From an optimization exercise on the open Yosys and OpenROAD flow, aimed at small area and a short achievable clock period; shortcuts taken in it are not production practice.
In this exercise RTL edits were held to simulation tests only and were not proved equivalent to the original.
Power is estimated from default activity; no workload was simulated.

Design rv_dmem, start of the top module:
module rv_dmem (
    input  logic        clk_in,
    input  logic        rst_in,
    input  logic [31:0] dm_addr,
    input  logic [31:0] dm_data_out,
    input  logic [3:0]  dm_wr_mask,
    input  logic        dm_wr_req,
    output logic [31:0] dm_data_in,
    output logic        dm_ready,
    output logic        err_mask,
    output logic        err_range
);
For scale: about 5300 cells after synthesis, ~110 I/O pins, roughly 78000 sq um of cells after synthesis.
==> module rv_dmem, before the edit <==
module rv_dmem (
    input  logic        clk_in,
    input  logic        rst_in,
    input  logic [31:0] dm_addr,
    input  logic [31:0] dm_data_out,
    input  logic [3:0]  dm_wr_mask,
    input  logic        dm_wr_req,
    output logic [31:0] dm_data_in,
    output logic        dm_ready,
    output logic        err_mask,
    output logic        err_range
);
    localparam int MEM_DEPTH = 64;
    logic [5:0]  r_clr_idx;
    logic        r_clear;         
    logic [31:0] r_mem [MEM_DEPTH];
    logic        w_in_range;
    logic        w_mask_legal;
    logic        w_mask_zero;
    logic        w_clear;
    logic        w_wr_ok;
    logic        w_rd_ok;
    logic        w_rd_ok_n;
    logic [7:0]  w_dhi;           
    logic [7:0]  w_dlo;           
    logic [3:0]  w_lane_wr;       
    logic [7:0]  w_npa [4];       
    logic [7:0]  w_npb;           
    logic [MEM_DEPTH-1:0] w_rsel;
    logic [31:0] w_wdata;
    logic [31:0] w_rdata;
    logic        w_unused;
    assign w_unused    = ^dm_addr[1:0];
    logic [5:0] w_z4;             
    logic [1:0] w_hi_n;           
    generate
        for (genvar g = 0; g < 6; g++) begin : g_z4
            rv_dmem_g_nor4 u_z (.a(dm_addr[8+4*g]), .b(dm_addr[9+4*g]), .c(dm_addr[10+4*g]),
                                .d(dm_addr[11+4*g]), .y(w_z4[g]));
        end
        for (genvar h = 0; h < 2; h++) begin : g_hi
            rv_dmem_g_nand3 u_h (.a(w_z4[3*h]), .b(w_z4[3*h+1]), .c(w_z4[3*h+2]),
                                 .y(w_hi_n[h]));
        end
    endgenerate
    rv_dmem_g_nor2 u_in_range (.a(w_hi_n[0]), .b(w_hi_n[1]), .y(w_in_range));
    assign w_mask_zero = (dm_wr_mask == 4'b0000);
    always_comb begin
        case (dm_wr_mask)
            4'b0001, 4'b0010, 4'b0100, 4'b1000,
            4'b0011, 4'b1100, 4'b1111: w_mask_legal = 1'b1;
            default:                   w_mask_legal = 1'b0;
        endcase
    end
    assign w_clear = r_clear;
    assign w_wr_ok = ~rst_in & dm_wr_req & w_mask_legal;
    assign w_rd_ok = ~rst_in & ~r_clear & ~dm_wr_req & w_in_range;
    assign w_rd_ok_n = ~w_rd_ok;
    logic w_run;                  
    assign w_run = ~r_clear;
    generate
        for (genvar b = 0; b < 32; b++) begin : g_wd
            rv_dmem_g_and2 u_wd (.a(dm_data_out[b]), .b(w_run), .y(w_wdata[b]));
        end
    endgenerate
    rv_dmem_g_dec3 u_dhi (.a(dm_addr[7:5]), .y(w_dhi));
    rv_dmem_g_dec3 u_dlo (.a(dm_addr[4:2]), .y(w_dlo));
    always_comb begin
        for (int l = 0; l < 4; l++)
            w_lane_wr[l] = w_wr_ok & dm_wr_mask[l];
    end
    generate
        for (genvar j = 0; j < 8; j++) begin : g_pre
            rv_dmem_g_aoi21 u_npb (.a0(w_dlo[j]), .a1(w_in_range), .b(w_clear), .y(w_npb[j]));
            for (genvar l = 0; l < 4; l++) begin : g_lane
                rv_dmem_g_aoi21 u_npa (.a0(w_dhi[j]), .a1(w_lane_wr[l]), .b(w_clear),
                                       .y(w_npa[l][j]));
            end
        end
        for (genvar i = 0; i < MEM_DEPTH; i++) begin : g_rsel
            rv_dmem_g_and2 u_rsel (.a(w_dhi[i / 8]), .b(w_dlo[i % 8]), .y(w_rsel[i]));
        end
    endgenerate
    generate
        for (genvar i = 0; i < MEM_DEPTH; i++) begin : g_word
            for (genvar l = 0; l < 4; l++) begin : g_lane
                logic w_en;
                rv_dmem_g_nor2 u_en (.a(w_npa[l][i / 8]), .b(w_npb[i % 8]), .y(w_en));
                always_ff @(posedge clk_in) begin
                    if (w_en)
                        r_mem[i][8*l +: 8] <= w_wdata[8*l +: 8];
                end
            end
        end
    endgenerate
    generate
        for (genvar b = 0; b < 32; b++) begin : g_bit
            logic [63:0] w_t_n;
            logic [15:0] w_u;
            logic [3:0]  w_v_n;
            for (genvar i = 0; i < MEM_DEPTH; i++) begin : g_t
                rv_dmem_g_nand2 u_t (.a(w_rsel[i]), .b(r_mem[i][b]), .y(w_t_n[i]));
            end
            for (genvar g = 0; g < 16; g++) begin : g_n4
                rv_dmem_g_nand4 u_u (.a(w_t_n[4*g]), .b(w_t_n[4*g+1]), .c(w_t_n[4*g+2]),
                                     .d(w_t_n[4*g+3]), .y(w_u[g]));
            end
            for (genvar g = 0; g < 4; g++) begin : g_r4
                rv_dmem_g_nor4 u_v (.a(w_u[4*g]), .b(w_u[4*g+1]), .c(w_u[4*g+2]),
                                    .d(w_u[4*g+3]), .y(w_v_n[g]));
            end
            rv_dmem_g_aoi41 u_o (.a(w_v_n), .b(w_rd_ok_n), .y(w_rdata[b]));
        end
    endgenerate
    always_ff @(posedge clk_in) begin
        if (rst_in) begin
            r_clr_idx <= '0;
            r_clear   <= 1'b1;
            dm_ready  <= 1'b0;
            err_mask  <= 1'b0;
            err_range <= 1'b0;
        end else begin
            r_clr_idx <= r_clr_idx + 1'b1;
            if (r_clr_idx == 6'd63) begin
                r_clear  <= 1'b0;
                dm_ready <= 1'b1;
            end
            if (!r_clear) begin
                if (!w_in_range)
                    err_range <= 1'b1;
                if (dm_wr_req && !w_mask_legal && !w_mask_zero)
                    err_mask <= 1'b1;
            end
        end
    end
    always_ff @(posedge clk_in) begin
        dm_data_in <= w_rdata;
    end
endmodule
clock: 3.6 ns
lec_check: 0
cap_margin: 20
core_margin: 2
core_utilization: 60
cts_cluster_diameter: 100
cts_cluster_size: 30
gpl_timing_driven: 1
setup_slack_margin: 1.6
slew_margin: 20
synth_hierarchical: 1
synth_minimum_keep_size: 0
run.sh (not shown) runs the stock make flow with config.mk's settings and CLKGATE_MAP_FILE= SYNTH_SCRIPT=/design/flow/synth_recipe.tcl, a recipe that flattens the netlist after the stock synthesis.
Rerun with:
--- a/flow/design.v
+++ b/flow/design.v
@@ -26,9 +26,12 @@
     logic [7:0]  w_dlo;           
     logic [3:0]  w_lane_wr;       
     logic [7:0]  w_npa [4];       
     logic [7:0]  w_npb;           
-    logic [MEM_DEPTH-1:0] w_rsel;
+    logic [MEM_DEPTH-1:0] w_rsel;    
+    logic [MEM_DEPTH-1:0] w_rsel_h;  
+    logic [7:0]  w_rhi;           
+    logic [7:0]  w_rlo;           
     logic [31:0] w_wdata;
     logic [31:0] w_rdata;
     logic        w_unused;
     assign w_unused    = ^dm_addr[1:0];
@@ -53,9 +56,9 @@
             default:                   w_mask_legal = 1'b0;
         endcase
     end
     assign w_clear = r_clear;
-    assign w_wr_ok = ~rst_in & dm_wr_req & w_mask_legal;
+    assign w_wr_ok = dm_wr_req & w_mask_legal;
     assign w_rd_ok = ~rst_in & ~r_clear & ~dm_wr_req & w_in_range;
     assign w_rd_ok_n = ~w_rd_ok;
     logic w_run;                  
     assign w_run = ~r_clear;
@@ -65,8 +68,10 @@
         end
     endgenerate
     rv_dmem_g_dec3 u_dhi (.a(dm_addr[7:5]), .y(w_dhi));
     rv_dmem_g_dec3 u_dlo (.a(dm_addr[4:2]), .y(w_dlo));
+    rv_dmem_g_dec3 u_rhi (.a(dm_addr[7:5]), .y(w_rhi));
+    rv_dmem_g_dec3 u_rlo (.a(dm_addr[4:2]), .y(w_rlo));
     always_comb begin
         for (int l = 0; l < 4; l++)
             w_lane_wr[l] = w_wr_ok & dm_wr_mask[l];
     end
@@ -78,9 +83,10 @@
                                        .y(w_npa[l][j]));
             end
         end
         for (genvar i = 0; i < MEM_DEPTH; i++) begin : g_rsel
-            rv_dmem_g_and2 u_rsel (.a(w_dhi[i / 8]), .b(w_dlo[i % 8]), .y(w_rsel[i]));
+            rv_dmem_g_and2 u_rsel0 (.a(w_rhi[i / 8]), .b(w_rlo[i % 8]), .y(w_rsel[i]));
+            rv_dmem_g_and2 u_rsel1 (.a(w_rhi[i / 8]), .b(w_rlo[i % 8]), .y(w_rsel_h[i]));
         end
     endgenerate
     generate
         for (genvar i = 0; i < MEM_DEPTH; i++) begin : g_word
@@ -99,9 +105,10 @@
             logic [63:0] w_t_n;
             logic [15:0] w_u;
             logic [3:0]  w_v_n;
             for (genvar i = 0; i < MEM_DEPTH; i++) begin : g_t
-                rv_dmem_g_nand2 u_t (.a(w_rsel[i]), .b(r_mem[i][b]), .y(w_t_n[i]));
+                rv_dmem_g_nand2 u_t (.a((b < 16) ? w_rsel[i] : w_rsel_h[i]), .b(r_mem[i][b]),
+                                     .y(w_t_n[i]));
             end
             for (genvar g = 0; g < 16; g++) begin : g_n4
                 rv_dmem_g_nand4 u_u (.a(w_t_n[4*g]), .b(w_t_n[4*g+1]), .c(w_t_n[4*g+2]),
                                      .d(w_t_n[4*g+3]), .y(w_u[g]));
What happened: Maximum frequency decreases by 4.6%. Routed wire length increases by 0.95%. Worst hold slack got worse by 11 ps. Synthesized cell count increases by 1.5%. Worst setup slack got worse by 100 ps. Sequential power is about the same. Non-clock buffer count increases by 43. Via count increases by 2.9%.

==> afterwards: timing with drivers on the ports <==
No port has a modelled driver above. Below, the same layouts with a new extraction and two added sets of constraints. Step 1: set_driving_cell puts a clkbuf_16 on clk_in and a buf_2 on each other input, an assumption about the parent block. Step 2 also shifts input and output timing later by t, the mid clock arrival at the registers, as if the neighbouring blocks saw the same clock. Three values: ideal ports, drivers, drivers and shift; two values: the first two.
| run | t, ns | slack for setup (ns) | hold WS [ns] | pins driven straight from the clock port |
|---|---|---|---|---|
| the first run | 0.794 | 1.504 / 1.532 / 0.738 | 0.466 / 0.456 / 0.466 | 1 |
| the second run | 0.782 | 1.403 / 1.432 / 0.650 | 0.455 / 0.455 / 0.455 | 1 |
After both steps every run listed still meets setup and hold. For the first run, which loses most, drivers alone change the setup slack by +0.028 ns; drivers and shift together by -0.766 ns.
